Source: an optimization exercise on an open RTL-to-GDS flow (aim: small area and a short achievable clock period). Production flows keep margins and buffers that such runs may drop.
At most, simulation tests tie the RTL to the original design; equivalence was not proved.
Function not checked in runs 2 to 4: the RTL went through the layout flow alone.
Power is estimated from default activity; no workload was simulated.

$ cat config.mk
export PLATFORM = sky130hd
export DESIGN_NAME = data_mem_responder
export DESIGN_NICKNAME = data_mem_responder
export VERILOG_FILES = /design/flow/design.v
export SDC_FILE = /design/flow/constraint.sdc
export NUM_CORES = 4
export LEC_CHECK = 0
export CAP_MARGIN = 20
export CORE_MARGIN = 2
export CORE_UTILIZATION = 40
export SLEW_MARGIN = 20
$ cat design.v
module data_mem_responder #(
  parameter int DEPTH       = 64,
  parameter int WAIT_CYCLES = 2
) (
  input  logic        CLK,
  input  logic        Reset,
  input  logic        req,
  input  logic        we,
  input  logic [31:0] addr,
  input  logic [31:0] wdata,
  input  logic [3:0]  be,
  output logic [31:0] rdata,
  output logic        ack,
  output logic        err,
  output logic        busy
);
  localparam int AW = $clog2(DEPTH);
  localparam logic [3:0] CNT_INIT = (WAIT_CYCLES == 0) ? 4'd0 : 4'(WAIT_CYCLES - 1);
  typedef enum logic [1:0] {S_IDLE, S_WAIT, S_RESP} state_t;
  state_t      r_state, w_next;
  logic [3:0]  r_cnt;
  logic        r_we;
  logic [31:0] r_addr, r_wdata;
  logic [3:0]  r_be;
  logic [31:0] r_rdata;
  logic        r_ack, r_err;
  logic [31:0] mem [DEPTH];
  logic        w_idle, w_we, w_legal, w_enter_resp, w_commit;
  logic [31:0] w_addr, w_wdata;
  logic [3:0]  w_be;
  logic [AW-1:0] w_idx;
  assign w_idle       = r_state == S_IDLE;
  assign w_we         = w_idle ? we    : r_we;
  assign w_addr       = w_idle ? addr  : r_addr;
  assign w_wdata      = w_idle ? wdata : r_wdata;
  assign w_be         = w_idle ? be    : r_be;
  assign w_idx        = w_addr[AW+1:2];
  assign w_legal      = (w_addr[1:0] == 2'b00) && (w_addr[31:AW+2] == '0);
  assign w_enter_resp = (w_idle && req && (WAIT_CYCLES == 0 || !w_legal)) || (r_state == S_WAIT && r_cnt == 4'd0);
  assign w_commit     = w_enter_resp && w_legal && w_we && !Reset;
  assign rdata        = r_rdata;
  assign ack          = r_ack;
  assign err          = r_err;
  assign busy         = !w_idle;
  always_ff @(posedge CLK or posedge Reset)
    if (Reset) r_state <= S_IDLE;
    else r_state <= w_next;
  always_comb begin
    w_next = r_state;
    if (w_enter_resp) w_next = S_RESP;
    else if (w_idle && req) w_next = S_WAIT;
    else if (r_state == S_RESP) w_next = S_IDLE;
  end
  always_ff @(posedge CLK or posedge Reset)
    if (Reset) begin
      r_cnt   <= '0;
      r_we    <= 1'b0;
      r_addr  <= '0;
      r_wdata <= '0;
      r_be    <= '0;
    end else if (w_idle && req) begin
      r_cnt   <= CNT_INIT;
      r_we    <= we;
      r_addr  <= addr;
      r_wdata <= wdata;
      r_be    <= be;
    end else if (r_state == S_WAIT && r_cnt != 4'd0) r_cnt <= r_cnt - 4'd1;
  always_ff @(posedge CLK or posedge Reset)
    if (Reset) begin
      r_ack   <= 1'b0;
      r_err   <= 1'b0;
      r_rdata <= '0;
    end else begin
      r_ack   <= w_enter_resp;
      r_err   <= w_enter_resp && !w_legal;
      r_rdata <= (w_enter_resp && w_legal && !w_we) ? mem[w_idx] : '0;
    end
  always_ff @(posedge CLK)
    if (w_commit)
      for (int i = 0; i < 4; i++)
        if (w_be[i]) mem[w_idx][8*i +: 8] <= w_wdata[8*i +: 8];
endmodule
$ cat run.sh
#!/bin/bash
# synth_recipe.tcl (not shown) runs the flow's synth.tcl, then flattens the netlist and writes it again
# the make line also repeats each setting of config.mk as NAME=value (left out here)
make -C /OpenROAD-flow-scripts/flow DESIGN_CONFIG=/design/flow/config.mk WORK_HOME=/design/flow/orfs CLKGATE_MAP_FILE= SYNTH_SCRIPT=/design/flow/synth_recipe.tcl finish
$ cat constraint.sdc
create_clock -name core_clock -period 4.6 [get_ports {CLK}]
set_input_delay 0.9200 -clock core_clock [delete_from_list [all_inputs] [get_ports {CLK}]]
set_output_delay 0.9200 -clock core_clock [all_outputs]
set_load 0.01 [all_outputs]
==> results of run 1 <==
[kinds of logic (layout without fill, tap and decap cells)]
kind of cell	count (synthesis)	count (layout)	synth area share
and+or+nand+nor	1497	1497	0.0845
other	0	6	0
buffers and inverters	388	1135	0.0217
DFF	2157	2157	0.793
AOI/OAI and AO/OA	1249	1249	0.0982
xor gates and xnor gates	3	3	0.000324
adders and majority gates	1	1	0.000154
muxes	19	19	0.00236
[final cells by class]
| class | count | area share |
|---|---|---|
| Sequential cell | 2157 | 0.666 |
| Multi-Input combinational cell | 2769 | 0.159 |
| Timing Repair Buffer | 732 | 0.0689 |
| Clock buffer | 274 | 0.0583 |
| Tap cell | 2672 | 0.0347 |
| Clock inverter | 119 | 0.0126 |
| Inverter | 10 | 0.000441 |
| Antenna cell | 6 | 0.000156 |
[power by group]
part	switching, mW	internal, mW	leakage (nW)
clock network	7.41	9.84	3.33
registers	0.250	25.5	20.0
logic	15.3	5.14	9.02
total	22.9	40.5	32.3
[critical path, delay by kind of cell (launching register included)]
family	cells	cell delay [ns]
flip-flops	1	0.79
AO/OA/AOI/OAI	3	0.93
AND/OR/NAND/NOR	3	2.00
buffers and inverters	2	0.47
multiplexers	1	0.09
[per-layer routing]
metal / up-vias / share of wire / routed length [µm] / global-route usage
met1: 27000 / 0.38 / 102000 / 0.344
met2: 3353 / 0.46 / 122000 / 0.396
met5: - / 0.00022 / 58 / 0
met3: 660 / 0.11 / 28900 / 0.0539
met4: 8 / 0.049 / 13000 / 0.115
li1: 22200 / - / - / -
[path summary, 6_finish.rpt]
check	end	slack, ns	cells after the start
setup / recovery	r_rdata[25]$_DFF_PP0_	0.09	9
hold / removal	r_wdata[4]$_DFFE_PP0P_	0.47	2
setup reg to reg	r_rdata[25]$_DFF_PP0_	0.09	9
hold reg to reg	r_wdata[4]$_DFFE_PP0P_	0.47	2
max in group asynchronous	r_rdata[12]$_DFF_PP0_	3.14	3
min in group asynchronous	r_addr[31]$_DFFE_PP0P_	0.61	2
[cell usage in the layout (no fill, tap or decap), types with 32 or more instances in the layout]
cell             count
buf_4              556
edfxtp_1          2048
nor3_1             289
clkbuf_1            55
dfrtp_1            109
clkinv_2            38
clkinv_1            40
nor2_1             302
nor4_1             159
clkbuf_16          213
a21oi_1            304
nand3_1             32
a31oi_1             36
clkdlybuf4s50_1    106
buf_12              70
nand2_2             49
o22ai_1            697
nand2_1            532
[registers in the layout, summed over array words and instances (netlist names)]
| name | cells |
|---|---|
| r_state | 2 |
| r_be | 4 |
| mem | 2048 |
| r_addr | 32 |
| r_ack | 1 |
| r_we | 1 |
| r_wdata | 32 |
| r_rdata | 32 |
| r_cnt | 4 |
| r_err | 1 |
==> run notes, run 1 <==
RR Startpoint -> r_addr[4]$_DFFE_PP0P_
ys flop type -> edfxtp_1
CTS resizes -> 0
Core Region -> 0.202 mm²
Critical Path Sink Type -> register
largest net degree at the start of global routing -> 65
Synth area leader -> edfxtp_1
Wirelength per Cell -> 30.5 µm
cell with the most instances after synthesis -> edfxtp_1
HP Start -> r_wdata[4]$_DFFE_PP0P_
Die W -> 454 µm
critical path cell sequence -> o21a_1 -> nand2b_4 -> buf_12 -> buf_4 -> mux2i_1 -> a21oi_1 -> nor4b_1 -> o22ai_1 -> nor4_1
Reg clk slew, reported paths -> 0.06 ns
Seq/Total Area, Yosys -> 0.793
Cell variety after synth -> 79
area grow syn2layout -> 19.0%
Pins Over Slew Limit -> 0
Iteration-0 DRC Markers -> 6910
startpoint class of the critical path -> register
Mapped Cells -> 5314
vias in the first global route -> 52400
Routed Antenna Nets -> 0
Final Hold Viols -> 0
CTS H-tree depth -> 4
worst-path maximum fanout -> 21
post-DP HPWL -> 165 mm
Worst Setup Path Type -> register to register
Syn Nets -> 5387
row count -> 165
post-synth top area share -> 0.759
Final Non-Filler Cells -> 8739
DP Area -> 0.0895 mm²
Worst-Margin Slew -> 1.16 ns
# IOs -> 107
hold buffer count at CTS -> 0
Max stage delay on crit path -> 0.85 ns
Final Cycle Share -> 0.980
drt pass-1 iters -> 6
synth warn -> 1
Vias per Instance -> 6.08
clk sink count -> 2157
area of the multi-input gates -> 0.0153 mm²
total power -> 63.4 mW
pwr/cell area -> 658 mW/mm²
initial antenna violation count -> 10
setup TNS -> 0 ns
drt total wl -> 267 mm
clk_skew -> 0.0359 ns
final setup vio count -> 0
Data required, critical path -> 5.23 ns
gpl congestion -> 0.895
ys async rst share -> 0.0505
largest cells by area after synthesis -> edfxtp_1, o22ai_1, dfrtp_1, nand2_1, a21oi_1
final worst slack -> 0.0930 ns
Longest Clk Path Bufs -> 3
Layout Nets -> 5955
Pleak -> 32.3 nW
first-pass GRT wire length -> 379 mm
Post-synth EDFFs -> 2048
Initial Util -> 0.402
layout cells sized above 1 -> 0.168
commonest cells in the synthesized netlist -> edfxtp_1, o22ai_1, nand2_1, nor2_1, a21oi_1
All-Layer GR Usage -> 0.254
RSZ-0062 raised after global routing -> false
fmax -> 0.222 GHz
Util after Layout -> 0.478
total die area -> 0.206 mm²
fill count -> 17000
relative slew slack -> 0.230
DP Cell Count -> 8340
Worst Setup Slack post-DPL -> -0.263 ns
Sequential Area -> 0.0642 mm²
critical path launch point -> r_addr[4]$_DFFE_PP0P_
Worst-Skew Late Latency -> 0.84 ns
post-route cell area -> 0.0964 mm²
synthesized area -> 0.0810 mm²
IO Port Bufs -> 106
Hold WC Path Type -> register to register
total CTS buffers -> 212
Setup Fix Bufs, Post-CTS -> 0
WHS -> 0.474 ns
Post-Syn Area per Cell -> 15.2 µm²
#FFs+latches synth -> 2157
TritonCTS clock tree -> built
outcome -> complete, no violations
Peak VDD IR -> 0.461 mV
DRC viols -> 0
Root Driver -> clkbuf_16
Overflow after GRT -> 0
Vias -> 53200
Tmin final -> 4.51 ns
Crit-path slowest cell -> nor4_1
critical path arrival -> 5.14 ns
max-cap violation count -> 0
Die Ht -> 454 µm
==> run 2: changes to the inputs <==
==> design.v (replaced) <==
module data_mem_responder #(
  parameter int DEPTH       = 64,
  parameter int WAIT_CYCLES = 2
) (
  input  logic        CLK,
  input  logic        Reset,
  input  logic        req,
  input  logic        we,
  input  logic [31:0] addr,
  input  logic [31:0] wdata,
  input  logic [3:0]  be,
  output logic [31:0] rdata,
  output logic        ack,
  output logic        err,
  output logic        busy
);
  localparam int AW = $clog2(DEPTH);
  logic          r_busy, r_ack, r_err;
  logic          r_st1, r_ld1, r_p2, r_ld2;
  logic [AW-1:0] r_idx;
  logic [3:0]    r_be;
  logic [31:0]   r_wdata;
  logic [31:0]   r_rdata;
  logic          w_acc, w_legal;
  assign w_acc   = req && !r_busy;
  assign w_legal = (addr[1:0] == 2'b00) && (addr[31:AW+2] == '0);
  assign rdata = r_rdata;
  assign ack   = r_ack;
  assign err   = r_err;
  assign busy  = r_busy;
  always_ff @(posedge CLK or posedge Reset)
    if (Reset) begin
      r_busy <= 1'b0;
      r_ack  <= 1'b0;
      r_err  <= 1'b0;
      r_st1  <= 1'b0;
      r_ld1  <= 1'b0;
      r_p2   <= 1'b0;
      r_ld2  <= 1'b0;
    end else begin
      r_busy <= w_acc || r_st1 || r_ld1 || r_p2;
      r_ack  <= (w_acc && !w_legal) || r_p2;
      r_err  <= w_acc && !w_legal;
      r_st1  <= w_acc && w_legal && we;
      r_ld1  <= w_acc && w_legal && !we;
      r_p2   <= r_st1 || r_ld1;
      r_ld2  <= r_ld1;
    end
  always_ff @(posedge CLK)
    if (!r_busy) r_idx <= addr[AW+1:2];
  always_ff @(posedge CLK) begin
    r_be    <= be;
    r_wdata <= wdata;
  end
  logic [31:0] mem [DEPTH];
  logic [DEPTH-1:0] w_sel;
  for (genvar w = 0; w < DEPTH; w++) begin : g_word
    assign w_sel[w] = (r_idx == AW'(w));
    for (genvar b = 0; b < 4; b++) begin : g_byte
      always_ff @(posedge CLK)
        if (r_st1 && w_sel[w] && r_be[b]) mem[w][8*b +: 8] <= r_wdata[8*b +: 8];
    end
  end
  logic [31:0] w_rd;
  always_comb begin
    w_rd = '0;
    for (int w = 0; w < DEPTH; w++)
      w_rd = w_rd | (mem[w] & {32{w_sel[w]}});
  end
  always_ff @(posedge CLK or posedge Reset)
    if (Reset) r_rdata <= '0;
    else       r_rdata <= r_ld2 ? w_rd : '0;
endmodule
==> run 2 against run 1 <==
Effect of this change: still clean on timing, DRC and antenna; non-clock buffer count fell by 440; area after synthesis shrank 4.1%; critical path depth shrank 1; final cell count shrank 17%; flip-flop and latch count fell by 28; cell area shrank 7.2%; synthesized cell count shrank 18%; critical endpoint unchanged; largest cell class unchanged.
==> run notes, run 2 <==
commonest cells in the synthesized netlist -> edfxtp_1, a22oi_1, and3_1, clkbuf_1, nand2_1
Hold WC Path Type -> register to register
Worst Hold Path EP -> r_ld2$_DFF_PP0_
#FFs+latches synth -> 2129 (-1.3%)
fmax -> 0.239 GHz (+7.8%)
Seq/Total Area, Yosys -> 0.816 (+0.0232)
WHS -> 0.368 ns (-0.106 ns)
GR Util met3 -> 0.0676 (+0.0137)
met1 usage -> 0.360 (+0.0155)
DRC viols -> 0 (unchanged)
total die area -> 0.198 mm² (-4.1%)
Overflow after GRT -> 0 (unchanged)
HP Start -> r_ld1$_DFF_PP0_
Post-Syn Area per Cell -> 17.8 µm² (+17%)
Routed Antenna Nets -> 0 (unchanged)
reg2reg end -> r_rdata[25]$_DFF_PP0_
first-pass GRT wire length -> 364 mm (-3.9%)
Vias per Instance -> 6.50 (+6.9%)
commonest non-fill, non-tap cell in the layout -> edfxtp_1
DP Area -> 0.0826 mm² (-7.8%)
Die Ht -> 445 µm (-2.1%)
ys async rst share -> 0.0183 (-0.0322)
Biggest register -> mem
IO Port Bufs -> 106 (unchanged)
Mapped Cells -> 4356 (-18%)
largest net degree at the start of global routing -> 65 (unchanged)
cell with the most instances after synthesis -> edfxtp_1
critical path arrival -> 4.88 ns (-0.26 ns)
Comb pwr share -> 0.030 (-0.292)
CTS resizes -> 0 (unchanged)
R2R Setup Slk -> 0.42 ns (+0.33 ns)
Data required, critical path -> 5.30 ns (+0.07 ns)
layout cells sized above 1 -> 0.134 (-0.0341)
RR Startpoint -> r_idx[0]$_DFFE_PN_
Sw Pwr -> 8.50 mW (-63%)
Critical Path Sink Type -> register
synth warn -> 2 (+1)
post-synth top area share -> 0.794 (+0.0350)
M2 GR Usage -> 0.406 (+0.0102)
startpoint class of the critical path -> register
Initial Util -> 0.403 (+0.00122)
gpl congestion -> 0.950 (+6.1%)
CTS H-tree depth -> 4 (unchanged)
Peak VDD IR -> 0.421 mV (-8.6%)
Worst Setup Path Type -> register to register
drt total wl -> 270 mm (+1.1%)
Setup Fix Bufs, Post-CTS -> 0 (unchanged)
commonest cells after routing, fill and taps aside -> edfxtp_1, a22oi_1, and3_1, clkbuf_16, buf_4
total CTS buffers -> 209 (-1.4%)
# IOs -> 107 (unchanged)
Pleak -> 29.4 nW (-9.1%)
clock group share of total power -> 0.430 (+0.158)
Tmin final -> 4.18 ns (-0.327 ns)
Util after Layout -> 0.464 (-0.0141)
Pins Over Slew Limit -> 0 (unchanged)
biggest regs -> mem: 2048 flops, r_rdata: 32 flops, r_wdata: 32 flops
Synth area leader -> edfxtp_1
Longest Clk Path Bufs -> 3 (unchanged)
clk sink count -> 2129 (-1.3%)
Reg2Reg Depth -> 8 (-1)
max-cap violation count -> 0 (unchanged)
Post-synth EDFFs -> 2054 (+0.29%)
Die W -> 445 µm (-2.1%)
All-Layer GR Usage -> 0.266 (+0.0118)
area grow syn2layout -> 15.1%
Int Pwr -> 31.0 mW (-24%)
relative slew slack -> 0.183 (-0.0466)
Core Region -> 0.193 mm² (-4.4%)
Syn Nets -> 4428 (-18%)
Min-Delay Path Depth -> 0 (-2)
pwr/cell area -> 441 mW/mm² (-33%)
final setup vio count -> 0 (unchanged)
Root Driver -> clkbuf_16
vias in the first global route -> 44300 (-16%)
Vias -> 47200 (-11%)
RSZ-0062 raised after global routing -> false
switch share -> 0.215 (-0.146)
Final Hold Viols -> 0 (unchanged)
Reg power frac -> 0.540 (+0.134)
ys flop type -> edfxtp_1
initial antenna violation count -> 15 (+5)
row count -> 161 (-2.4%)
post-DP HPWL -> 171 mm (+3.5%)
post-route cell area -> 0.0894 mm² (-7.2%)
clk_skew -> 0.0658 ns (+0.0299 ns)
Worst-Margin Slew -> 1.23 ns (+0.0700 ns)
outcome -> complete, no violations
drt pass-1 iters -> 9 (+3)
Worst-Skew Late Latency -> 0.87 ns (+0.03 ns)
TritonCTS clock tree -> built
Cell variety after synth -> 45 (-43%)
Largest register FFs -> 2048 (unchanged)
Final Non-Filler Cells -> 7262 (-17%)
Reg clk slew, reported paths -> 0.07 ns (about the same)
Layout Nets -> 4614 (-23%)
hold buffer count at CTS -> 0 (unchanged)
largest cells by area after synthesis -> edfxtp_1, a22oi_1, and3_1, dfrtp_1, clkbuf_1
setup TNS -> 0 ns (unchanged)
GR peak layer -> met2
Wirelength per Cell -> 37.1 µm (+22%)
Final Cycle Share -> 0.909 (-0.0711)
DP Cell Count -> 6856 (-18%)
Iteration-0 DRC Markers -> 8638 (+25%)
worst-path maximum fanout -> 28 (+33%)
synthesized area -> 0.0777 mm² (-4.1%)
[run 2: how the worst max path moves through the flow]
stage | startpoint | slack [ns] | end
global route | r_idx[0]$_DFFE_PN_ | 0.38 | r_rdata[25]$_DFF_PP0_
global placement | r_idx[4]$_DFFE_PN_ | 0.38 | r_rdata[4]$_DFF_PP0_
CTS | r_idx[0]$_DFFE_PN_ | 0.57 | r_rdata[4]$_DFF_PP0_
finish | r_idx[0]$_DFFE_PN_ | 0.42 | r_rdata[25]$_DFF_PP0_
detailed placement | r_idx[0]$_DFFE_PN_ | 0.54 | r_rdata[4]$_DFF_PP0_
floorplan | r_idx[1]$_DFFE_PN_ | 2.29 | mem[17][0]$_DFFE_PP_
[run 2: cell families after synthesis]
kind of cell    after synthesis  synth area share
mux                          33           0.00477
simple gates                869            0.0635
flops                      2129             0.816
compound gates             1005            0.0984
buf+inv                     320            0.0174
[run 2: critical path, stage by stage, from the launching register on]
cell	delay [ns]
edfxtp_1	0.64
buf_4	0.49
nand4b_1	0.44
nor2_4	0.26
buf_4	0.35
a2111oi_0	0.94
nand3_1	0.38
nor4_1	0.37
a31oi_1	0.13
[run 2: metal layers]
| metal | up-vias | part of all wire |
|---|---|---|
| li1 | 18500 | - |
| met2 | 3742 | 0.45 |
| met3 | 686 | 0.13 |
| met5 | - | 0.00013 |
| met1 | 24300 | 0.37 |
| met4 | 6 | 0.052 |
[run 2: power by group through the flow]
stage          logic [mW]  clock network [mW]  registers, mW
2_1_floorplan       0.367                   0           21.8
3_3_place_gp         1.11                   0           21.7
3_5_place_dp         1.13                   0           21.7
4_1_cts              1.13                17.0           21.3
5_1_grt              1.19                17.8           21.3
6_report             1.17                17.0           21.3
[run 2: final cells by class]
cell class,instances,area [µm²]
fill,16200,103000
sequential,2129,63400
multi-input combinational,1907,13300
timing repair buffer,292,2650
inverter,3,11.3
clock inverter,112,1120
clock buffer,287,5680
tap,2526,3160
antenna,6,15.0
[run 2: per-stage QoR]
step	power [mW]	worst slack [ns]
3_5_place_dp	22.9	0.540
6_report	39.5	0.420
4_1_cts	39.5	0.570
2_1_floorplan	22.2	2.29
5_1_grt	40.3	0.379
3_3_place_gp	22.8	0.378
==> run 3: changes to the inputs <==
==> design.v (replaced) <==
module data_mem_responder #(
  parameter int DEPTH       = 64,
  parameter int WAIT_CYCLES = 2
) (
  input  logic        CLK,
  input  logic        Reset,
  input  logic        req,
  input  logic        we,
  input  logic [31:0] addr,
  input  logic [31:0] wdata,
  input  logic [3:0]  be,
  output logic [31:0] rdata,
  output logic        ack,
  output logic        err,
  output logic        busy
);
  localparam int AW = $clog2(DEPTH);
  localparam int NG = DEPTH / 4;
  logic          r_busy, r_ack, r_err;
  logic          r_st1, r_ld1, r_p2, r_ld2;
  logic          r_pa, r_pb;
  logic [1:0]    r_rot;
  logic [AW-1:0] r_idx;
  logic [3:0]    r_be;
  logic [31:0]   r_wdata;
  logic [31:0]   r_hold, r_rdata;
  logic          w_acc, w_legal, w_wr, w_cap, w_rd;
  logic [1:0]    w_pos;
  assign w_acc   = req && !r_busy;
  assign w_legal = (addr[1:0] == 2'b00) && (addr[31:AW+2] == '0);
  assign rdata = r_rdata;
  assign ack   = r_ack;
  assign err   = r_err;
  assign busy  = r_busy;
  assign w_pos = r_idx[1:0] + r_rot;
  assign w_wr  = (r_pa || r_pb) && (w_pos == 2'd3);
  assign w_rd  = (r_ld1 || r_ld2) && !w_pos[0];
  assign w_cap = !r_busy && !(r_pb && !w_wr);
  always_ff @(posedge CLK or posedge Reset)
    if (Reset) begin
      r_busy <= 1'b0;
      r_ack  <= 1'b0;
      r_err  <= 1'b0;
      r_st1  <= 1'b0;
      r_ld1  <= 1'b0;
      r_p2   <= 1'b0;
      r_ld2  <= 1'b0;
      r_pa   <= 1'b0;
    end else begin
      r_busy <= w_acc || r_st1 || r_ld1 || r_p2;
      r_ack  <= (w_acc && !w_legal) || r_p2;
      r_err  <= w_acc && !w_legal;
      r_st1  <= w_acc && w_legal && we;
      r_ld1  <= w_acc && w_legal && !we;
      r_p2   <= r_st1 || r_ld1;
      r_ld2  <= r_ld1;
      r_pa   <= (w_acc && w_legal && we) || (r_pa && r_st1 && !w_wr);
    end
  always_ff @(posedge CLK)
    r_pb <= (r_pa && !r_st1 && !w_wr) || (r_pb && !w_wr);
  always_ff @(posedge CLK)
    r_rot <= r_rot + 2'd1;
  always_ff @(posedge CLK)
    if (w_cap) begin
      r_idx   <= addr[AW+1:2];
      r_be    <= be;
      r_wdata <= wdata;
    end
  logic [31:0] q [NG][4];
  logic [NG-1:0] w_gsel;
  for (genvar g = 0; g < NG; g++) begin : g_grp
    assign w_gsel[g] = (r_idx[AW-1:2] == (AW-2)'(g));
    always_ff @(posedge CLK) begin
      q[g][1] <= q[g][0];
      q[g][2] <= q[g][1];
      q[g][3] <= q[g][2];
    end
    for (genvar b = 0; b < 4; b++) begin : g_byte
      always_ff @(posedge CLK)
        q[g][0][8*b +: 8] <= (w_wr && w_gsel[g] && r_be[b]) ? r_wdata[8*b +: 8] : q[g][3][8*b +: 8];
    end
  end
  logic [31:0] w_m;
  always_comb begin
    w_m = '0;
    for (int g = 0; g < NG; g++) begin
      w_m = w_m | (q[g][0] & {32{w_rd && w_gsel[g] && !w_pos[1]}});
      w_m = w_m | (q[g][2] & {32{w_rd && w_gsel[g] &&  w_pos[1]}});
    end
  end
  always_ff @(posedge CLK)
    r_hold <= w_m;
  always_ff @(posedge CLK or posedge Reset)
    if (Reset) r_rdata <= '0;
    else       r_rdata <= r_ld2 ? (r_hold | w_m) : '0;
endmodule
==> run 3 against run 2 <==
Effect of this change: synthesized cell count down 4.8%; cell area down 22%; still clean on timing, DRC and antenna; combinational power down 15%; critical endpoint is now r_rdata[21]$_DFF_PP0_; clock skew down 0.029 ns; first-iteration DRC count down 51%; die area down 23%; critical path depth unchanged; via count down 25%.
==> run notes, run 3 <==
outcome -> complete, no violations
Worst-Margin Slew -> 1.23 ns (+0.00102 ns)
Reg2Reg Depth -> 8 (unchanged)
pwr/cell area -> 518 mW/mm² (+17%)
final worst slack -> 0.989 ns (+0.569 ns)
Root Driver -> clkbuf_16
largest net degree at the start of global routing -> 73 (+12%)
area grow syn2layout -> 17.1%
synth warn -> 2 (unchanged)
post-synth top area share -> 0.697 (-0.0968)
Crit-path slowest cell -> edfxtp_1
Mapped Cells -> 4146 (-4.8%)
# IOs -> 107 (unchanged)
layout cells sized above 1 -> 0.238 (+0.104)
Post-Syn Area per Cell -> 14.4 µm² (-19%)
Overflow after GRT -> 0 (unchanged)
Worst Setup Slack post-DPL -> 1.15 ns (+0.612 ns)
max-cap violation count -> 0 (unchanged)
CTS resizes -> 0 (unchanged)
first-pass GRT wire length -> 272 mm (-25%)
Final Hold Viols -> 0 (unchanged)
IO Port Bufs -> 106 (unchanged)
critical path arrival -> 4.36 ns (-0.52 ns)
Vias -> 35500 (-25%)
Max stage delay on crit path -> 0.85 ns (-0.09 ns)
Syn Nets -> 4219 (-4.7%)
Worst Hold Path EP -> q[58][8]$_DFF_P_
startpoint class of the critical path -> register
Longest Clk Path Bufs -> 3 (unchanged)
drt total wl -> 197 mm (-27%)
Pins Over Slew Limit -> 0 (unchanged)
Data required, critical path -> 5.35 ns (+0.05 ns)
RR Startpoint -> r_idx[5]$_DFFE_PP_
Cell variety after synth -> 88 (+96%)
Wirelength per Cell -> 30.5 µm (-18%)
Biggest register -> q
clk sink count -> 2165 (+1.7%)
reg2reg end -> r_rdata[21]$_DFF_PP0_
Routed Antenna Nets -> 0 (unchanged)
DRC viols -> 0 (unchanged)
post-DP HPWL -> 130 mm (-24%)
Iteration-0 DRC Markers -> 4202 (-51%)
row count -> 141 (-12%)
HP Start -> q[57][8]$_DFF_P_
Peak VDD IR -> 0.394 mV (-6.4%)
clk_skew -> 0.0364 ns (-0.0294 ns)
critical path cell sequence -> buf_4 -> nor2b_4 -> buf_4 -> a22oi_1 -> o22ai_1 -> nor3_1 -> o22ai_1 -> o21a_1
Die W -> 391 µm (-12%)
Worst-Skew Late Latency -> 0.83 ns (-0.04 ns)
Die Ht -> 391 µm (-12%)
Pleak -> 27.9 nW (-5.0%)
Setup Fix Bufs, Post-CTS -> 0 (unchanged)
Min-Delay Path Depth -> 0 (unchanged)
total die area -> 0.153 mm² (-23%)
Worst Setup Path Type -> register to register
relative slew slack -> 0.176 (-0.00697)
Sequential Area -> 0.0440 mm² (-31%)
area of the multi-input gates -> 0.0149 mm² (+12%)
Reg clk slew, reported paths -> 0.07 ns (about the same)
ys async rst share -> 0.0185 (+0.000157)
commonest cells after routing, fill and taps aside -> dfxtp_1, mux2_2, clkbuf_16, nand2_1, a22oi_1
Final Cycle Share -> 0.785 (-0.124)
synthesized area -> 0.0598 mm² (-23%)
Post-synth EDFFs -> 42 (-98%)
gpl congestion -> 0.908 (-4.4%)
Tmin final -> 3.61 ns (-0.569 ns)
Hold WC Path Type -> register to register
Synth area leader -> dfxtp_1
Largest register FFs -> 2048 (unchanged)
TritonCTS clock tree -> built
total CTS buffers -> 198 (-5.3%)
initial antenna violation count -> 11 (-4)
cell with the most instances after synthesis -> dfxtp_1
ys flop type -> dfxtp_1
commonest cells in the synthesized netlist -> dfxtp_1, mux2_2, nand2_1, a22oi_1, mux2i_1
vias in the first global route -> 35000 (-21%)
worst-path maximum fanout -> 23 (-18%)
fmax -> 0.277 GHz (+16%)
Critical Path Sink Type -> register
RSZ-0062 raised after global routing -> false
CTS H-tree depth -> 4 (unchanged)
Vias per Instance -> 5.49 (-16%)
setup TNS -> 0 ns (unchanged)
final setup vio count -> 0 (unchanged)
R2R Setup Slk -> 0.99 ns (+0.57 ns)
fill count -> 13000 (-20%)
hold buffer count at CTS -> 0 (unchanged)
Initial Util -> 0.404 (+0.00111)
Core Region -> 0.148 mm² (-23%)
#FFs+latches synth -> 2165 (+1.7%)
drt pass-1 iters -> 8 (-1)
Layout Nets -> 4453 (-3.5%)
All-Layer GR Usage -> 0.254 (-0.0118)
largest cells by area after synthesis -> dfxtp_1, mux2_2, mux2i_1, edfxtp_1, a22oi_1
Seq/Total Area, Yosys -> 0.735 (-0.0808)
commonest non-fill, non-tap cell in the layout -> dfxtp_1
run 3: changes by cell type in the layout (fill, tap and decap cells not counted), moves of 37 or more:
cell and delta:
dfxtp_1 +2083, edfxtp_1 -2012, a22oi_1 -761, mux2_2 +537, and3_1 -309, mux2i_1 +130
nand4_1 -108, a21oi_1 +68, o21ai_0 +57, o22ai_1 +54, nor4_1 -51, buf_4 -48
clkinv_1 -43, nor2_1 +37
run 3: worst max-delay path, delay by kind of cell, from the launching register on:
kind	cells	cell delay, ns
AOI/OAI and AO/OA	4	0.91
buffers and inverters	2	0.91
DFF	1	0.85
and+or+nand+nor	2	0.85
run 3: worst max-delay path by stage:
stage / start / endpoint / slack (ns) / cells after the start
final: r_idx[5]$_DFFE_PP_ / r_rdata[21]$_DFF_PP0_ / 0.99 / 8
after global routing: r_idx[5]$_DFFE_PP_ / r_rdata[22]$_DFF_PP0_ / 0.95 / 8
after CTS: r_idx[5]$_DFFE_PP_ / r_rdata[21]$_DFF_PP0_ / 1.14 / 8
after detailed placement: r_idx[5]$_DFFE_PP_ / r_rdata[21]$_DFF_PP0_ / 1.15 / 8
after global placement: r_idx[5]$_DFFE_PP_ / r_rdata[2]$_DFF_PP0_ / 1.20 / 8
after floorplan: r_idx[0]$_DFFE_PP_ / r_be[0]$_DFFE_PP_ / 0.52 / 7
run 3: stage by stage:
step	area, µm²	utilization	total power, mW	hold slack, ns	instances
3_5_place_dp	63500	0.429	20.3	0.312	6110
4_1_cts	70000	0.473	36.3	0.312	6467
6_report	70000	0.473	36.3	0.310	6469
2_1_floorplan	59800	-	19.7	0.310	4146
5_1_grt	70000	0.473	37.2	0.314	6467
3_3_place_gp	63500	0.429	20.3	0.310	6110
run 3: final cells by class:
class,instances,share of cell area
diodes,2,0.0000715
clock buffers,299,0.0846
clock inverters,58,0.00797
inverters,14,0.000769
multi-input cells,1763,0.213
flip-flops and latches,2165,0.628
well taps,1930,0.0345
repair buffers,238,0.0307
run 3: cells by family (layout without fill, tap and decap cells):
| logic type | after synthesis | in the layout | synth area share |
|---|---|---|---|
| buffers and inverters | 218 | 609 | 0.0183 |
| DFF | 2165 | 2165 | 0.735 |
| and+or+nand+nor | 443 | 443 | 0.0391 |
| other | 0 | 2 | 0 |
| muxes | 708 | 708 | 0.132 |
| xor gates and xnor gates | 3 | 3 | 0.000921 |
| adders and majority gates | 1 | 1 | 0.000209 |
| AOI/OAI and AO/OA | 608 | 608 | 0.0747 |
run 3: power breakdown:
group | total [mW] | switching (mW) | internal [mW]
clock network | 16.3 | 7.04 | 9.23
logic | 1.00 | 0.761 | 0.242
registers | 19.0 | 0.131 | 18.8
total | 36.3 | 7.94 | 28.3
run 3: metal layers:
metal / global-route usage / vias up / part of all wire
met3: 0.0601 / 467 / 0.093
met4: 0.122 / 16 / 0.048
li1: - / 15200 / -
met2: 0.385 / 1868 / 0.44
met1: 0.342 / 17900 / 0.42
met5: 0 / - / 0.00052
==> run 4: changes to the inputs <==
--- a/config.mk
+++ b/config.mk
@@ -9,3 +9,5 @@
 export CORE_MARGIN = 2
 export CORE_UTILIZATION = 40
+export CTS_BUF_LIST = sky130_fd_sc_hd__clkbuf_4 sky130_fd_sc_hd__clkbuf_8
+export CTS_CLUSTER_SIZE = 30
 export SLEW_MARGIN = 20
==> run 4 against run 3 <==
Effect of this change: still clean on timing, DRC and antenna; sequential share of layout area shrank 0.72 points; clock skew up 0.048 ns; critical endpoint unchanged; worst hold slack got worse by 0.039 ns; area after synthesis is the same; non-clock buffer count unchanged; largest cell class unchanged; setup slack got worse by 0.043 ns; first-iteration DRC count grew 8.9%; maximum frequency is 1.2% lower; via count increased by 2.7%; final cell count rose by 3.7%.
==> run notes, run 4 <==
outcome -> complete, no violations
final setup vio count -> 0 (unchanged)
max-cap violation count -> 0 (unchanged)
CTS resizes -> 0 (unchanged)
relative slew slack -> 0.168 (-0.00841)
Wirelength per Cell -> 29.8 µm (-2.4%)
Peak VDD IR -> 0.282 mV (-29%)
critical path launch point -> r_idx[5]$_DFFE_PP_
commonest cells in the synthesized netlist -> dfxtp_1, mux2_2, nand2_1, a22oi_1, mux2i_1
#FFs+latches synth -> 2165 (unchanged)
layout cells sized above 1 -> 0.285 (+0.0470)
Hold WC Path Type -> register to register
All-Layer GR Usage -> 0.257 (+0.00306)
M2 GR Usage -> 0.387 (+0.00245)
post-DP HPWL -> 130 mm (unchanged)
Reg clk slew, reported paths -> 0.07 ns (about the same)
ys flop type -> dfxtp_1
Core Region -> 0.148 mm² (unchanged)
Critical Path Sink Type -> register
RSZ-0062 raised after global routing -> false
Pleak -> 28.5 nW (+2.4%)
fmax -> 0.274 GHz (-1.2%)
row count -> 141 (unchanged)
Layout Nets -> 4597 (+3.2%)
DP Area -> 0.0635 mm² (unchanged)
Mapped Cells -> 4146 (unchanged)
GR Util met3 -> 0.0658 (+0.00576)
Tmin final -> 3.65 ns (+0.0433 ns)
ys async rst share -> 0.0185 (unchanged)
Post-synth EDFFs -> 42 (unchanged)
final worst slack -> 0.946 ns (-0.0433 ns)
commonest cells after routing, fill and taps aside -> dfxtp_1, mux2_2, clkbuf_8, nand2_1, a22oi_1
TritonCTS clock tree -> built
commonest non-fill, non-tap cell in the layout -> dfxtp_1
Longest Clk Path Bufs -> 4 (+1)
Worst Setup Slack post-DPL -> 1.15 ns (unchanged)
initial antenna violation count -> 16 (+5)
total die area -> 0.153 mm² (unchanged)
Die W -> 391 µm (unchanged)
area grow syn2layout -> 18.4%
Root Driver -> clkbuf_8
setup TNS -> 0 ns (unchanged)
synth warn -> 2 (unchanged)
Final Cycle Share -> 0.794 (+0.00942)
HP Start -> q[53][9]$_DFF_P_
Post-Syn Area per Cell -> 14.4 µm² (unchanged)
Setup Fix Bufs, Post-CTS -> 0 (unchanged)
critical path cell sequence -> buf_4 -> nor2b_4 -> buf_4 -> a22oi_1 -> o22ai_1 -> nor3_1 -> o22ai_1 -> o21a_1
startpoint class of the critical path -> register
Final Hold Viols -> 0 (unchanged)
worst-path maximum fanout -> 23 (unchanged)
Crit-path slowest cell -> edfxtp_1
Overflow after GRT -> 0 (unchanged)
Crit path max-delay family -> compound AO/OA/AOI/OAI gates
critical path arrival -> 4.56 ns (+0.20 ns)
largest cells by area after synthesis -> dfxtp_1, mux2_2, mux2i_1, edfxtp_1, a22oi_1
Critical Path Stages -> 8 (unchanged)
clk sink count -> 2165 (unchanged)
Seq/Total Area, Yosys -> 0.735 (unchanged)
Worst Setup Path Type -> register to register
Synth area leader -> dfxtp_1
cell with the most instances after synthesis -> dfxtp_1
RR Startpoint -> r_idx[5]$_DFFE_PP_
IO Port Bufs -> 106 (unchanged)
Data required, critical path -> 5.51 ns (+0.16 ns)
Reg2Reg Depth -> 8 (unchanged)
Max stage delay on crit path -> 0.83 ns (-0.02 ns)
Vias per Instance -> 5.44 (-0.98%)
synthesized area -> 0.0598 mm² (unchanged)
DRC viols -> 0 (unchanged)
pwr/cell area -> 523 mW/mm² (+1.0%)
Pins Over Slew Limit -> 0 (unchanged)
Routed Antenna Nets -> 0 (unchanged)
hold buffer count at CTS -> 0 (unchanged)
# IOs -> 107 (unchanged)
drt total wl -> 200 mm (+1.2%)
worst path bufs/invs -> 2 (unchanged)
clk_skew -> 0.0847 ns (+0.0483 ns)
CTS H-tree depth -> 5 (+1)
Largest register FFs -> 2048 (unchanged)
gpl congestion -> 0.908 (unchanged)
Vias -> 36500 (+2.7%)
post-route cell area -> 0.0708 mm² (+1.2%)
Worst-Skew Late Latency -> 1.03 ns (+0.20 ns)
Initial Util -> 0.404 (unchanged)
Iteration-0 DRC Markers -> 4574 (+8.9%)
met1 usage -> 0.342 (about the same)
Syn Nets -> 4219 (unchanged)
vias in the first global route -> 36400 (+4.2%)
Cell variety after synth -> 88 (unchanged)
Die Ht -> 391 µm (unchanged)
drt pass-1 iters -> 6 (-2)
largest net degree at the start of global routing -> 73 (unchanged)
post-synth top area share -> 0.697 (unchanged)
total CTS buffers -> 342 (+73%)
Biggest register -> q
Worst-Margin Slew -> 1.24 ns (+0.0125 ns)
Min-Delay Path Depth -> 0 (unchanged)
GR peak layer -> met2
first-pass GRT wire length -> 276 mm (+1.6%)
[run 4: cell counts after synthesis]
No cell type changed its count.
[run 4: cell type report]
cell class,instances,area (µm²)
inverters,14,53.8
repair buffers,238,2150
clock inverters,40,427
well taps,1930,2410
fillers,13000,77200
multi-input cells,1763,14900
clock buffers,547,6840
flip-flops and latches,2165,44000
diodes,12,30.0
[run 4: final timing paths]
check | slack [ns] | to
max | 0.95 | r_rdata[21]$_DFF_PP0_
min reg2reg | 0.27 | q[54][9]$_DFF_P_
max reg2reg | 0.95 | r_rdata[21]$_DFF_PP0_
min | 0.27 | q[54][9]$_DFF_P_
max in group asynchronous | 3.35 | r_rdata[4]$_DFF_PP0_
min in group asynchronous | 0.43 | r_rdata[8]$_DFF_PP0_
[run 4: report_power, final]
group	leakage [nW]	total, mW	internal [mW]	switching, mW
clock network	3.87	17.1	9.83	7.24
logic	6.93	1.00	0.242	0.763
registers	17.7	19.0	18.8	0.132
total	28.5	37.1	28.9	8.14
[run 4: logic make-up (layout without fill, tap and decap cells)]
group,Yosys count,in the layout,share of synthesized area
DFF,2165,2165,0.735
muxes,708,708,0.132
AOI/OAI and AO/OA,608,608,0.0747
and+or+nand+nor,443,443,0.0391
buffers and inverters,218,839,0.0183
xor gates and xnor gates,3,3,0.000921
adders and majority gates,1,1,0.000209
other,0,12,0
[run 4: per-layer routing]
metal / vias to the layer above / share of wire
met4: 16 / 0.051
met1: 18300 / 0.42
met5: - / 0.00050
met2: 2009 / 0.44
li1: 15600 / -
met3: 561 / 0.092
[run 4: metrics by stage]
stage | total power [mW] | cells | hold WS, ns | util
6_report | 37.1 | 6709 | 0.271 | 0.478
5_1_grt | 38.1 | 6700 | 0.283 | 0.478
4_1_cts | 37.2 | 6697 | 0.278 | 0.478
3_3_place_gp | 20.3 | 6110 | 0.310 | 0.429
3_5_place_dp | 20.3 | 6110 | 0.312 | 0.429
2_1_floorplan | 19.7 | 4146 | 0.310 | -
[run 4: worst register-to-register path, cell delays in order, from the launching register on]
cell and delay, ns:
edfxtp_1 0.83, buf_4 0.52, nor2b_4 0.73, buf_4 0.41, a22oi_1 0.17, o22ai_1 0.16
nor3_1 0.11, o22ai_1 0.45, o21a_1 0.17
==> run 5: changes to the inputs <==
--- a/design.v
+++ b/design.v
@@ -17,14 +17,16 @@
   localparam int AW = $clog2(DEPTH);
   localparam int NG = DEPTH / 4;
+  localparam int GW = AW - 2;
   logic          r_busy, r_ack, r_err;
   logic          r_st1, r_ld1, r_p2, r_ld2;
   logic          r_pa, r_pb;
-  logic [1:0]    r_rot;
-  logic [AW-1:0] r_idx;
+  logic [1:0]    r_rot, r_pos;
+  logic [GW-1:0] r_grp;
   logic [3:0]    r_be;
   logic [31:0]   r_wdata;
   logic [31:0]   r_hold, r_rdata;
-  logic          w_acc, w_legal, w_wr, w_cap, w_rd;
-  logic [1:0]    w_pos;
+  logic          w_acc, w_legal, w_wr, w_cap;
+  logic [1:0]    w_pos_in;
+  logic [1:0]    r_sel [NG];
   assign w_acc   = req && !r_busy;
   assign w_legal = (addr[1:0] == 2'b00) && (addr[31:AW+2] == '0);
@@ -33,7 +35,6 @@
   assign err   = r_err;
   assign busy  = r_busy;
-  assign w_pos = r_idx[1:0] + r_rot;
-  assign w_wr  = (r_pa || r_pb) && (w_pos == 2'd3);
-  assign w_rd  = (r_ld1 || r_ld2) && !w_pos[0];
+  assign w_pos_in = addr[3:2] + r_rot + 2'd1;
+  assign w_wr  = (r_pa || r_pb) && (r_pos == 2'd3);
   assign w_cap = !r_busy && !(r_pb && !w_wr);
   always_ff @(posedge CLK or posedge Reset)
@@ -63,12 +64,15 @@
   always_ff @(posedge CLK)
     if (w_cap) begin
-      r_idx   <= addr[AW+1:2];
+      r_grp   <= addr[AW+1:4];
+      r_pos   <= w_pos_in;
       r_be    <= be;
       r_wdata <= wdata;
+    end else begin
+      r_pos   <= r_pos + 2'd1;
     end
   logic [31:0] q [NG][4];
   logic [NG-1:0] w_gsel;
   for (genvar g = 0; g < NG; g++) begin : g_grp
-    assign w_gsel[g] = (r_idx[AW-1:2] == (AW-2)'(g));
+    assign w_gsel[g] = (r_grp == GW'(g));
     always_ff @(posedge CLK) begin
       q[g][1] <= q[g][0];
@@ -80,4 +84,9 @@
         q[g][0][8*b +: 8] <= (w_wr && w_gsel[g] && r_be[b]) ? r_wdata[8*b +: 8] : q[g][3][8*b +: 8];
     end
+    for (genvar h = 0; h < 2; h++) begin : g_rsel
+      always_ff @(posedge CLK)
+        r_sel[g][h] <= (!r_busy && addr[AW+1:4] == GW'(g) && w_pos_in == 2'(2*h)) ||
+                       (r_ld1 && w_gsel[g] && r_pos + 2'd1 == 2'(2*h));
+    end
   end
   logic [31:0] w_m;
@@ -85,6 +94,6 @@
     w_m = '0;
     for (int g = 0; g < NG; g++) begin
-      w_m = w_m | (q[g][0] & {32{w_rd && w_gsel[g] && !w_pos[1]}});
-      w_m = w_m | (q[g][2] & {32{w_rd && w_gsel[g] &&  w_pos[1]}});
+      w_m = w_m | (q[g][0] & {32{r_sel[g][0]}});
+      w_m = w_m | (q[g][2] & {32{r_sel[g][1]}});
     end
   end
--- a/config.mk
+++ b/config.mk
@@ -8,6 +8,4 @@
 export CAP_MARGIN = 20
 export CORE_MARGIN = 2
-export CORE_UTILIZATION = 40
-export CTS_BUF_LIST = sky130_fd_sc_hd__clkbuf_4 sky130_fd_sc_hd__clkbuf_8
-export CTS_CLUSTER_SIZE = 30
+export CORE_UTILIZATION = 60
 export SLEW_MARGIN = 20
==> run 5 against run 4 <==
Effect of this change: final cell count is 20% lower; maximum frequency is 29% higher; still clean on timing, DRC and antenna; largest power group unchanged; die area is 35% lower; flip-flop and latch count is 32 higher; sequential power hardly changed; synthesized cell count is 10% lower; non-clock buffer count is 96 lower; core utilization is 22 points higher; cell area is 4.6% lower; wire length is 27% lower.
==> run notes, run 5 <==
Crit-path slowest cell -> clkdlybuf4s50_1
Data required, critical path -> 3.68 ns (-1.83 ns)
Wirelength per Cell -> 27.3 µm (-8.2%)
RSZ-0062 raised after global routing -> false
Peak VDD IR -> 0.502 mV (+78%)
Biggest register -> q
Post-Syn Area per Cell -> 15.6 µm² (+8.3%)
drt pass-1 iters -> 5 (-1)
commonest cells after routing, fill and taps aside -> dfxtp_1, mux2_2, a22o_1, a221oi_1, clkbuf_16
commonest non-fill, non-tap cell in the layout -> dfxtp_1
Core Region -> 0.0964 mm² (-35%)
Reg2Reg Depth -> 6 (-2)
ys flop type -> dfxtp_1
Initial Util -> 0.605 (+0.200)
Synth area leader -> dfxtp_1
Die W -> 316 µm (-19%)
Cell variety after synth -> 49 (-44%)
critical path arrival -> 1.91 ns (-2.65 ns)
TritonCTS clock tree -> built
Vias -> 30700 (-16%)
Reg clk slew, reported paths -> 0.06 ns (about the same)
Sw Pwr -> 7.16 mW (-12%)
Worst Setup Slack post-DPL -> 1.84 ns (+0.692 ns)
HP Start -> q[13][8]$_DFF_P_
synth warn -> 3 (+1)
largest family of logic cells by synthesized area -> multiplexers
reg2reg end -> q[44][26]$_DFF_P_
Worst Setup Path Type -> register to output port
Hold WC Path Type -> register to register
first-pass GRT wire length -> 213 mm (-23%)
area grow syn2layout -> 15.9%
worst path bufs/invs -> 1 (-1)
ys async rst share -> 0.0182 (-0.000269)
fmax -> 0.353 GHz (+29%)
Final Hold Viols -> 0 (unchanged)
Ant. Diodes -> 0 (-12)
synthesized area -> 0.0583 mm² (-2.5%)
IO Port Bufs -> 106 (unchanged)
hold buffer count at CTS -> 0 (unchanged)
max-cap violation count -> 0 (unchanged)
worst-path maximum fanout -> 6 (-74%)
Critical Path Stages -> 1 (-7)
Syn Nets -> 3806 (-9.8%)
layout cells sized above 1 -> 0.236 (-0.0490)
cell with the most instances after synthesis -> dfxtp_1
Synth Area in Simple Gates -> 0.0362 (-0.00291)
Critical Path Sink Type -> output port
post-synthesis adder-cell area fraction -> 0.000859 (+0.000649)
total die area -> 0.0997 mm² (-35%)
largest cells by area after synthesis -> dfxtp_1, mux2_2, a221oi_1, a22o_1, edfxtp_1
post-synth top area share -> 0.727 (+0.0298)
Worst Hold Path EP -> q[14][8]$_DFF_P_
Tmin final -> 2.83 ns (-0.825 ns)
clk_skew -> 0.0204 ns (-0.0643 ns)
Largest register FFs -> 2048 (unchanged)
Die Ht -> 316 µm (-19%)
Max stage delay on crit path -> 0.60 ns (-0.23 ns)
largest net degree at the start of global routing -> 34 (-53%)
Seq/Total Area, Yosys -> 0.765 (+0.0297)
CTS resizes -> 0 (unchanged)
Worst-Margin Slew -> 1.23 ns (-0.00636 ns)
DRC viols -> 0 (unchanged)
Comb pwr share -> 0.006 (-0.021)
CTS H-tree depth -> 4 (-1)
total CTS buffers -> 196 (-43%)
Final Cycle Share -> 0.615 (-0.179)
pwr/cell area -> 539 mW/mm² (+3.1%)
row count -> 114 (-19%)
All-Layer GR Usage -> 0.294 (+0.0365)
Routed Antenna Nets -> 0 (unchanged)
Min-Delay Path Depth -> 0 (unchanged)
clock group share of total power -> 0.464 (+0.003)
Vias per Instance -> 5.72 (+5.1%)
mux share of post-synthesis cell area -> 0.0998 (-0.0317)
Worst-Skew Late Latency -> 0.78 ns (-0.25 ns)
Pleak -> 27.3 nW (-4.4%)
drt total wl -> 147 mm (-27%)
xor and xnor area share after synthesis -> 0.000837 (-0.0000834)
critical path cell sequence -> clkdlybuf4s50_1
Overflow after GRT -> 0 (unchanged)
Pins Over Slew Limit -> 0 (unchanged)
Iteration-0 DRC Markers -> 2079 (-55%)
# IOs -> 107 (unchanged)
R2R Setup Slk -> 2.05 ns (+1.10 ns)
Reg power frac -> 0.530 (+0.018)
Root Driver -> clkbuf_16
clk sink count -> 2197 (+1.5%)
final worst slack -> 1.77 ns (+0.825 ns)
outcome -> complete, no violations
Crit path max-delay family -> buffers and inverters
startpoint class of the critical path -> register
final setup vio count -> 0 (unchanged)
setup TNS -> 0 ns (unchanged)
Mapped Cells -> 3730 (-10%)
#FFs+latches synth -> 2197 (+1.5%)
post-DP HPWL -> 85.7 mm (-34%)
relative slew slack -> 0.178 (+0.0106)
Int Pwr -> 29.3 mW (+1.2%)
Setup Fix Bufs, Post-CTS -> 0 (unchanged)
Longest Clk Path Bufs -> 3 (-1)
post-synthesis compound-gate area fraction -> 0.0846 (+0.00988)
Post-synth EDFFs -> 40 (-4.8%)
commonest cells in the synthesized netlist -> dfxtp_1, mux2_2, a221oi_1, a22o_1, clkbuf_1
vias in the first global route -> 32400 (-11%)
switch share -> 0.197 (-0.0229)
gpl congestion -> 0.832 (-8.4%)
initial antenna violation count -> 1 (-15)
RR Startpoint -> r_pos[0]$_DFF_P_
Layout Nets -> 4004 (-13%)
[run 5: routing by layer]
| layer | up-vias | GRT usage | part of all wire |
|---|---|---|---|
| met1 | 15400 | 0.374 | 0.42 |
| met2 | 1036 | 0.498 | 0.49 |
| met3 | 324 | 0.0455 | 0.052 |
| met4 | 0 | 0.130 | 0.041 |
| met5 | - | 0 | 0 |
| li1 | 13900 | - | - |
[run 5: cell type report]
cell class,count,area [µm²]
fillers,6451,28900
repair buffers,142,1340
clock inverters,54,686
multi-input cells,1352,13000
inverters,39,146
flip-flops and latches,2197,44600
clock buffers,308,6140
well taps,1276,1600
[run 5: logic make-up (layout without fill, tap and decap cells)]
| kind of cell | Yosys count | in the layout |
|---|---|---|
| compound gates | 582 | 582 |
| xor+xnor | 4 | 4 |
| fa+ha+maj | 4 | 4 |
| buf+inv | 181 | 543 |
| flops | 2197 | 2197 |
| mux | 514 | 514 |
| simple gates | 248 | 248 |
[run 5: metrics by stage]
step | area [µm²] | hold WS (ns) | power (mW) | util | std cells
5_1_grt | 67500 | 0.319 | 37.4 | 0.700 | 5368
3_5_place_dp | 60700 | 0.312 | 19.9 | 0.629 | 5006
4_1_cts | 67500 | 0.317 | 36.6 | 0.700 | 5368
2_1_floorplan | 58300 | 0.310 | 19.7 | - | 3730
3_3_place_gp | 60700 | 0.310 | 19.9 | 0.629 | 5006
6_report | 67500 | 0.317 | 36.4 | 0.700 | 5368
[run 5: worst max path at each step]
stage | endpoint | from | slack [ns]
2_1_floorplan | r_be[0]$_DFFE_PP_ | r_pos[0]$_DFF_P_ | 1.38
5_1_grt | busy | r_busy$_DFF_PP0_ | 1.70
3_5_place_dp | q[4][3]$_DFF_P_ | r_grp[3]$_DFFE_PP_ | 1.84
6_report | busy | r_busy$_DFF_PP0_ | 1.77
3_3_place_gp | q[8][16]$_DFF_P_ | r_grp[3]$_DFFE_PP_ | 1.90
4_1_cts | busy | r_busy$_DFF_PP0_ | 1.70
[run 5: power groups by stage]
stage	combinational [mW]	sequential, mW	clock [mW]
floorplan	0.151	19.6	0
global placement	0.232	19.7	0
detailed placement	0.236	19.7	0
CTS	0.237	19.3	17.0
global route	0.246	19.3	17.8
finish	0.236	19.3	16.9
==> run 6: changes to the inputs <==
--- a/config.mk
+++ b/config.mk
@@ -9,3 +9,4 @@
 export CORE_MARGIN = 2
 export CORE_UTILIZATION = 60
+export SETUP_SLACK_MARGIN = 1.8
 export SLEW_MARGIN = 20
==> run 6 against run 5 <==
Effect of this change: still clean on timing, DRC and antenna; synthesized cell count unchanged; area after synthesis unchanged; core utilization down 0.36 points; non-clock buffer count up 5; sequential power about the same; critical endpoint unchanged.
==> run notes, run 6 <==
row count -> 114 (unchanged)
final setup vio count -> 0 (unchanged)
Syn Nets -> 3806 (unchanged)
Mapped Cells -> 3730 (unchanged)
Worst Setup Path Type -> register to output port
Util after Layout -> 0.697 (-0.00359)
Iteration-0 DRC Markers -> 2141 (+3.0%)
Max stage delay on crit path -> 0.58 ns (-0.02 ns)
first-pass GRT wire length -> 217 mm (+2.0%)
Die W -> 316 µm (unchanged)
cell with the most instances after synthesis -> dfxtp_1
synthesized area -> 0.0583 mm² (unchanged)
Final Non-Filler Cells -> 5368 (unchanged)
Synth area leader -> dfxtp_1
clk_skew -> 0.0230 ns (+0.00257 ns)
Vias -> 30800 (+0.46%)
WHS -> 0.304 ns (-0.0128 ns)
Cell variety after synth -> 49 (unchanged)
relative slew slack -> 0.275 (+0.0969)
max-cap violation count -> 0 (unchanged)
DP Cell Count -> 5011 (+0.10%)
clk sink count -> 2197 (unchanged)
drt total wl -> 149 mm (+1.2%)
Die Ht -> 316 µm (unchanged)
outcome -> complete, no violations
All-Layer GR Usage -> 0.299 (+0.00485)
CTS H-tree depth -> 4 (unchanged)
commonest cells in the synthesized netlist -> dfxtp_1, mux2_2, a221oi_1, a22o_1, clkbuf_1
Post-synth EDFFs -> 40 (unchanged)
area grow syn2layout -> 15.3%
layout cells sized above 1 -> 0.233 (-0.00367)
initial antenna violation count -> 5 (+4)
post-route cell area -> 0.0672 mm² (-0.51%)
Longest Clk Path Bufs -> 3 (unchanged)
Setup Fix Bufs, Post-CTS -> 0 (unchanged)
IO Port Bufs -> 106 (unchanged)
fill count -> 6507 (+0.87%)
Overflow after GRT -> 0 (unchanged)
Pins Over Slew Limit -> 0 (unchanged)
Wirelength per Cell -> 27.7 µm (+1.2%)
Layout Nets -> 4009 (+0.12%)
critical path arrival -> 1.83 ns (-0.08 ns)
post-DP HPWL -> 88.4 mm (+3.2%)
ys async rst share -> 0.0182 (unchanged)
Peak VDD IR -> 0.368 mV (-27%)
largest cells by area after synthesis -> dfxtp_1, mux2_2, a221oi_1, a22o_1, edfxtp_1
Root Driver -> clkbuf_16
# IOs -> 107 (unchanged)
largest net degree at the start of global routing -> 33 (-2.9%)
Hold WC Path Type -> register to register
Routed Antenna Nets -> 0 (unchanged)
DP Area -> 0.0608 mm² (about the same)
Critical Path Sink Type -> output port
Comb pwr share -> 0.007 (about the same)
worst-path maximum fanout -> 6 (unchanged)
Pleak -> 27.1 nW (-0.69%)
synth warn -> 3 (unchanged)
total die area -> 0.0997 mm² (unchanged)
Data required, critical path -> 3.68 ns (about the same)
post-synth top area share -> 0.727 (unchanged)
drt pass-1 iters -> 5 (unchanged)
Worst-Margin Slew -> 1.09 ns (-0.145 ns)
total CTS buffers -> 196 (unchanged)
setup TNS -> 0 ns (unchanged)
RSZ-0062 raised after global routing -> false
switch share -> 0.199 (+0.00222)
Core Region -> 0.0964 mm² (unchanged)
Reg power frac -> 0.541 (+0.011)
fmax -> 0.364 GHz (+3.0%)
worst path bufs/invs -> 1 (unchanged)
Reg clk slew, reported paths -> 0.06 ns (about the same)
Crit path max-delay family -> buffers and inverters
Initial Util -> 0.605 (unchanged)
Worst-Skew Late Latency -> 0.78 ns (about the same)
Crit-path slowest cell -> clkdlybuf4s50_1
ys flop type -> dfxtp_1
Biggest register -> q
Ant. Diodes -> 0 (unchanged)
critical path cell sequence -> clkdlybuf4s50_1
commonest cells after routing, fill and taps aside -> dfxtp_1, mux2_2, a22o_1, a221oi_1, clkbuf_16
startpoint class of the critical path -> register
commonest non-fill, non-tap cell in the layout -> dfxtp_1
TritonCTS clock tree -> built
#FFs+latches synth -> 2197 (unchanged)
area of the multi-input gates -> 0.0130 mm² (about the same)
Final Hold Viols -> 0 (unchanged)
Sw Pwr -> 7.09 mW (-1.1%)
Sequential Area -> 0.0446 mm² (about the same)
Vias per Instance -> 5.74 (+0.46%)
Int Pwr -> 28.5 mW (-2.4%)
vias in the first global route -> 32900 (+1.6%)
clock group share of total power -> 0.452 (-0.012)
Post-Syn Area per Cell -> 15.6 µm² (unchanged)
DRC viols -> 0 (unchanged)
Tmin final -> 2.75 ns (-0.0824 ns)
pwr/cell area -> 530 mW/mm² (-1.7%)
Seq/Total Area, Yosys -> 0.765 (unchanged)
Largest register FFs -> 2048 (unchanged)
Final Cycle Share -> 0.597 (-0.0179)
gpl congestion -> 0.814 (-2.1%)
run 6: cell counts after synthesis:
Identical to the previous run, type by type.
run 6: kinds of logic (layout without fill, tap and decap cells):
kind of cell / after synthesis / after routing / synth area share
XOR/XNOR: 4 / 4 / 0.000837
AND/OR/NAND/NOR: 248 / 248 / 0.0362
adder cells (fa/ha/maj): 4 / 4 / 0.000859
flip-flops: 2197 / 2197 / 0.765
AO/OA/AOI/OAI: 582 / 582 / 0.0846
buffers and inverters: 181 / 543 / 0.0128
multiplexers: 514 / 514 / 0.0998
run 6: power by group through the flow:
stage / Sequential (mW) / Clock [mW] / Combinational (mW)
finish: 19.3 / 16.1 / 0.242
global route: 19.3 / 17.1 / 0.250
CTS: 19.3 / 16.3 / 0.242
detailed placement: 19.7 / 0 / 0.240
global placement: 19.7 / 0 / 0.236
floorplan: 19.6 / 0 / 0.151
run 6: timing repair:
action,in CTS,in global routing
gates resized for setup,1,2
endpoints found under the setup margin,1,16
hold buffers,0,0
run 6: area by class of cell:
class                   count  area share
inverters                  39     0.00218
clock inverters            44     0.00697
repair buffers            147      0.0209
flip-flops and latches   2197       0.664
clock buffers             313      0.0886
well taps                1276      0.0238
multi-input cells        1352       0.193
run 6: metal layers:
metal | up-vias | routed length [µm] | GRT usage
li1 | 13900 | - | -
met1 | 15600 | 64600 | 0.398
met2 | 1011 | 70500 | 0.491
met3 | 301 | 8170 | 0.0484
met4 | 4 | 5240 | 0.120
met5 | - | 23 | 0
run 6: final timing paths:
| path | startpoint | end | slack [ns] | cells past startpoint |
|---|---|---|---|---|
| max in group asynchronous | Reset | r_rdata[29]$_DFF_PP0_ | 3.05 | 3 |
| min reg2reg | q[25][11]$_DFF_P_ | q[26][11]$_DFF_P_ | 0.30 | 0 |
| max | r_busy$_DFF_PP0_ | busy | 1.85 | 1 |
| max reg2reg | r_pos[0]$_DFF_P_ | q[32][4]$_DFF_P_ | 1.94 | 6 |
| min | q[25][11]$_DFF_P_ | q[26][11]$_DFF_P_ | 0.30 | 0 |
| min in group asynchronous | Reset | r_rdata[17]$_DFF_PP0_ | 0.50 | 2 |
run 6: through the flow:
step / setup slack, ns / total power [mW]
global placement: 1.90 / 19.9
floorplan: 2.33 / 19.7
CTS: 1.81 / 35.8
detailed placement: 1.83 / 19.9
global route: 1.81 / 36.6
finish: 1.85 / 35.6
==> run 7: changes to the inputs <==
--- a/config.mk
+++ b/config.mk
@@ -9,4 +9,4 @@
 export CORE_MARGIN = 2
 export CORE_UTILIZATION = 60
-export SETUP_SLACK_MARGIN = 1.8
+export SETUP_SLACK_MARGIN = 2.5
 export SLEW_MARGIN = 20
==> run 7 against run 6 <==
Effect of this change: sequential power barely moved; global-route usage is 0.42 points lower; still clean; highest routed layer is now met4; die area stayed put; flip-flop and latch count stayed put; maximum frequency grew 19%; critical path type unchanged; final cell count grew 1.2%; area after synthesis did not move; cell area grew 2.0%; register-to-register slack better by 0.57 ns; critical path depth did not move; wire length is 1.4% lower; sequential share of layout area decreased by 1.2 points.
==> run notes, run 7 <==
Reg2Reg Depth -> 5 (-1)
clk_skew -> 0.0257 ns (+0.00275 ns)
total die area -> 0.0997 mm² (unchanged)
Die Ht -> 316 µm (unchanged)
# IOs -> 107 (unchanged)
worst-path maximum fanout -> 1 (-5)
total CTS buffers -> 196 (unchanged)
DP Area -> 0.0607 mm² (about the same)
final setup vio count -> 0 (unchanged)
Crit path max-delay family -> flip-flops
post-route cell area -> 0.0685 mm² (+2.0%)
startpoint class of the critical path -> register
Seq/Total Area, Yosys -> 0.765 (unchanged)
Critical Path Stages -> 1 (unchanged)
commonest cells in the synthesized netlist -> dfxtp_1, mux2_2, a221oi_1, a22o_1, clkbuf_1
HP Start -> q[53][30]$_DFF_P_
post-DP HPWL -> 85.8 mm (-2.9%)
critical path cell sequence -> buf_2
Pleak -> 27.8 nW (+2.5%)
synthesized area -> 0.0583 mm² (unchanged)
largest net degree at the start of global routing -> 41 (+24%)
Longest Clk Path Bufs -> 3 (unchanged)
DRC viols -> 0 (unchanged)
Tmin final -> 2.31 ns (-0.437 ns)
synth warn -> 3 (unchanged)
Biggest register -> q
post-synth top area share -> 0.727 (unchanged)
#FFs+latches synth -> 2197 (unchanged)
commonest cells after routing, fill and taps aside -> dfxtp_1, mux2_2, a22o_1, a221oi_1, clkbuf_16
Worst-Skew Late Latency -> 0.79 ns (about the same)
Hold WC Path Type -> register to register
ys flop type -> dfxtp_1
Worst Setup Path Type -> register to output port
Util after Layout -> 0.711 (+0.0141)
Routed Antenna Nets -> 0 (unchanged)
relative slew slack -> 0.353 (+0.0776)
worst path bufs/invs -> 1 (unchanged)
commonest non-fill, non-tap cell in the layout -> dfxtp_1
hold buffer count at CTS -> 0 (unchanged)
fmax -> 0.433 GHz (+19%)
Iteration-0 DRC Markers -> 2219 (+3.6%)
Max stage delay on crit path -> 0.45 ns (-0.13 ns)
Vias per Instance -> 5.73 (-0.25%)
Data required, critical path -> 3.68 ns (about the same)
M2 GR Usage -> 0.491 (about the same)
Largest register FFs -> 2048 (unchanged)
CTS H-tree depth -> 4 (unchanged)
critical path arrival -> 1.39 ns (-0.44 ns)
Reg clk slew, reported paths -> 0.06 ns (about the same)
Core Region -> 0.0964 mm² (unchanged)
Wirelength per Cell -> 27.0 µm (-2.5%)
initial antenna violation count -> 3 (-2)
Synth area leader -> dfxtp_1
Critical Path Sink Type -> output port
Syn Nets -> 3806 (unchanged)
vias in the first global route -> 32800 (-0.26%)
GR peak layer -> met2
Final Cycle Share -> 0.502 (-0.0950)
Final Hold Viols -> 0 (unchanged)
outcome -> complete, no violations
RR Startpoint -> r_sel[11][0]$_DFF_P_
Root Driver -> clkbuf_16
Worst Hold Path EP -> q[54][30]$_DFF_P_
Post-Syn Area per Cell -> 15.6 µm² (unchanged)
Overflow after GRT -> 0 (unchanged)
Die W -> 316 µm (unchanged)
reg2reg end -> r_rdata[25]$_DFF_PP0_
area grow syn2layout -> 17.6%
row count -> 114 (unchanged)
pwr/cell area -> 532 mW/mm² (+0.24%)
Mapped Cells -> 3730 (unchanged)
Min-Delay Path Depth -> 0 (unchanged)
Peak VDD IR -> 0.374 mV (+1.4%)
Pins Over Slew Limit -> 0 (unchanged)
Cell variety after synth -> 49 (unchanged)
Initial Util -> 0.605 (unchanged)
drt pass-1 iters -> 5 (unchanged)
cell with the most instances after synthesis -> dfxtp_1
met1 usage -> 0.385 (-0.0130)
setup TNS -> 0 ns (unchanged)
clk sink count -> 2197 (unchanged)
gpl congestion -> 0.813 (-0.16%)
layout cells sized above 1 -> 0.259 (+0.0265)
largest cells by area after synthesis -> dfxtp_1, mux2_2, a221oi_1, a22o_1, edfxtp_1
max-cap violation count -> 0 (unchanged)
ys async rst share -> 0.0182 (unchanged)
RSZ-0062 raised after global routing -> true
Worst-Margin Slew -> 0.971 ns (-0.116 ns)
Post-synth EDFFs -> 40 (unchanged)
TritonCTS clock tree -> built
GR Util met3 -> 0.0516 (+0.00321)
Layout Nets -> 4062 (+1.3%)
first-pass GRT wire length -> 214 mm (-1.1%)
Final Non-Filler Cells -> 5431 (+1.2%)
Crit-path slowest cell -> dfrtp_1
R2R Setup Slk -> 2.51 ns (+0.57 ns)
DP Cell Count -> 5010 (-0.020%)
IO Port Bufs -> 106 (unchanged)
drt total wl -> 147 mm (-1.4%)
All-Layer GR Usage -> 0.295 (-0.00424)
Vias -> 31100 (+0.92%)
-- run 7: cell counts after synthesis --
No cell type changed its count.
-- run 7: power breakdown --
group | switching, mW | internal [mW]
registers | 0.167 | 19.1
clock network | 6.88 | 10.0
logic | 0.154 | 0.101
-- run 7: worst max path at each step --
| stage | from | endpoint |
|---|---|---|
| finish | r_rdata[7]$_DFF_PP0_ | rdata[7] |
| global route | r_rdata[31]$_DFF_PP0_ | rdata[31] |
| CTS | r_rdata[31]$_DFF_PP0_ | rdata[31] |
| detailed placement | r_grp[3]$_DFFE_PP_ | q[4][7]$_DFF_P_ |
| global placement | r_grp[3]$_DFFE_PP_ | q[4][11]$_DFF_P_ |
| floorplan | addr[2] | r_sel[12][1]$_DFF_P_ |
-- run 7: cells by family after synthesis --
family	share of synthesized area
xor+xnor	0.000837
compound gates	0.0846
mux	0.0998
buf+inv	0.0128
flops	0.765
simple gates	0.0362
fa+ha+maj	0.000859
-- run 7: area by class of cell --
type	count	area, µm²
diodes	3	7.51
well taps	1276	1600
multi-input cells	1352	13200
flip-flops and latches	2197	44700
fillers	6358	27900
inverters	39	146
repair buffers	200	2130
clock buffers	278	5740
clock inverters	86	1060
-- run 7: routing by layer --
metal	wire length (µm)	part of all wire	vias to the layer above
met5	0	0	-
met4	5520	0.038	0
met3	8350	0.057	324
met2	70200	0.48	1068
met1	62500	0.43	15700
li1	-	-	14000
-- run 7: repair_timing --
action | 4_1_cts | 5_1_grt
resized for setup | 206 | 15
pin swaps | 34 | 11
setup endpoints to repair | 540 | 414
buffers inserted | 38 | 16
-- run 7: through the flow --
step / setup slack [ns] / power, mW / hold WS, ns
floorplan: 2.71 / 19.7 / 0.310
global route: 2.25 / 37.4 / 0.318
global placement: 1.81 / 19.9 / 0.310
CTS: 2.23 / 36.6 / 0.311
finish: 2.29 / 36.4 / 0.307
detailed placement: 1.74 / 19.9 / 0.312

static timing again, ports no longer ideal:
In the flow no input, the clock included, has a driving cell. The finished layouts below were timed again as built, in two steps. Step 1 sets driving cells, clkbuf_16 on the clock port and buf_2 on the other inputs (assumed; they add their load-dependent delay and slew). Step 2 times the ports against the registers' clock, not the clock port: input delays grow and output delays shrink by t, the midpoint of the rising clock arrivals with the driver on. a / b / c = ideal ports / drivers / drivers and shift; a / b = the first two.
| run | shift t [ns] | slack for setup (ns) |
|---|---|---|
| run 1 | 0.911 | 0.093 / 0.093 / -0.464 |
| run 2 | 0.930 | 0.420 / 0.420 / 0.420 |
| run 3 | 0.895 | 0.989 / 0.989 / 0.989 |
| run 4 | 1.062 | 0.946 / 0.946 / 0.946 |
| run 5 | 0.835 | 1.771 / 1.703 / 1.938 |
| run 6 | 0.832 | 1.853 / 1.787 / 1.917 |
| run 7 | 0.845 | 2.291 / 2.217 / 1.917 |
Met with ideal ports but missed after step 2: setup timing in run 1.
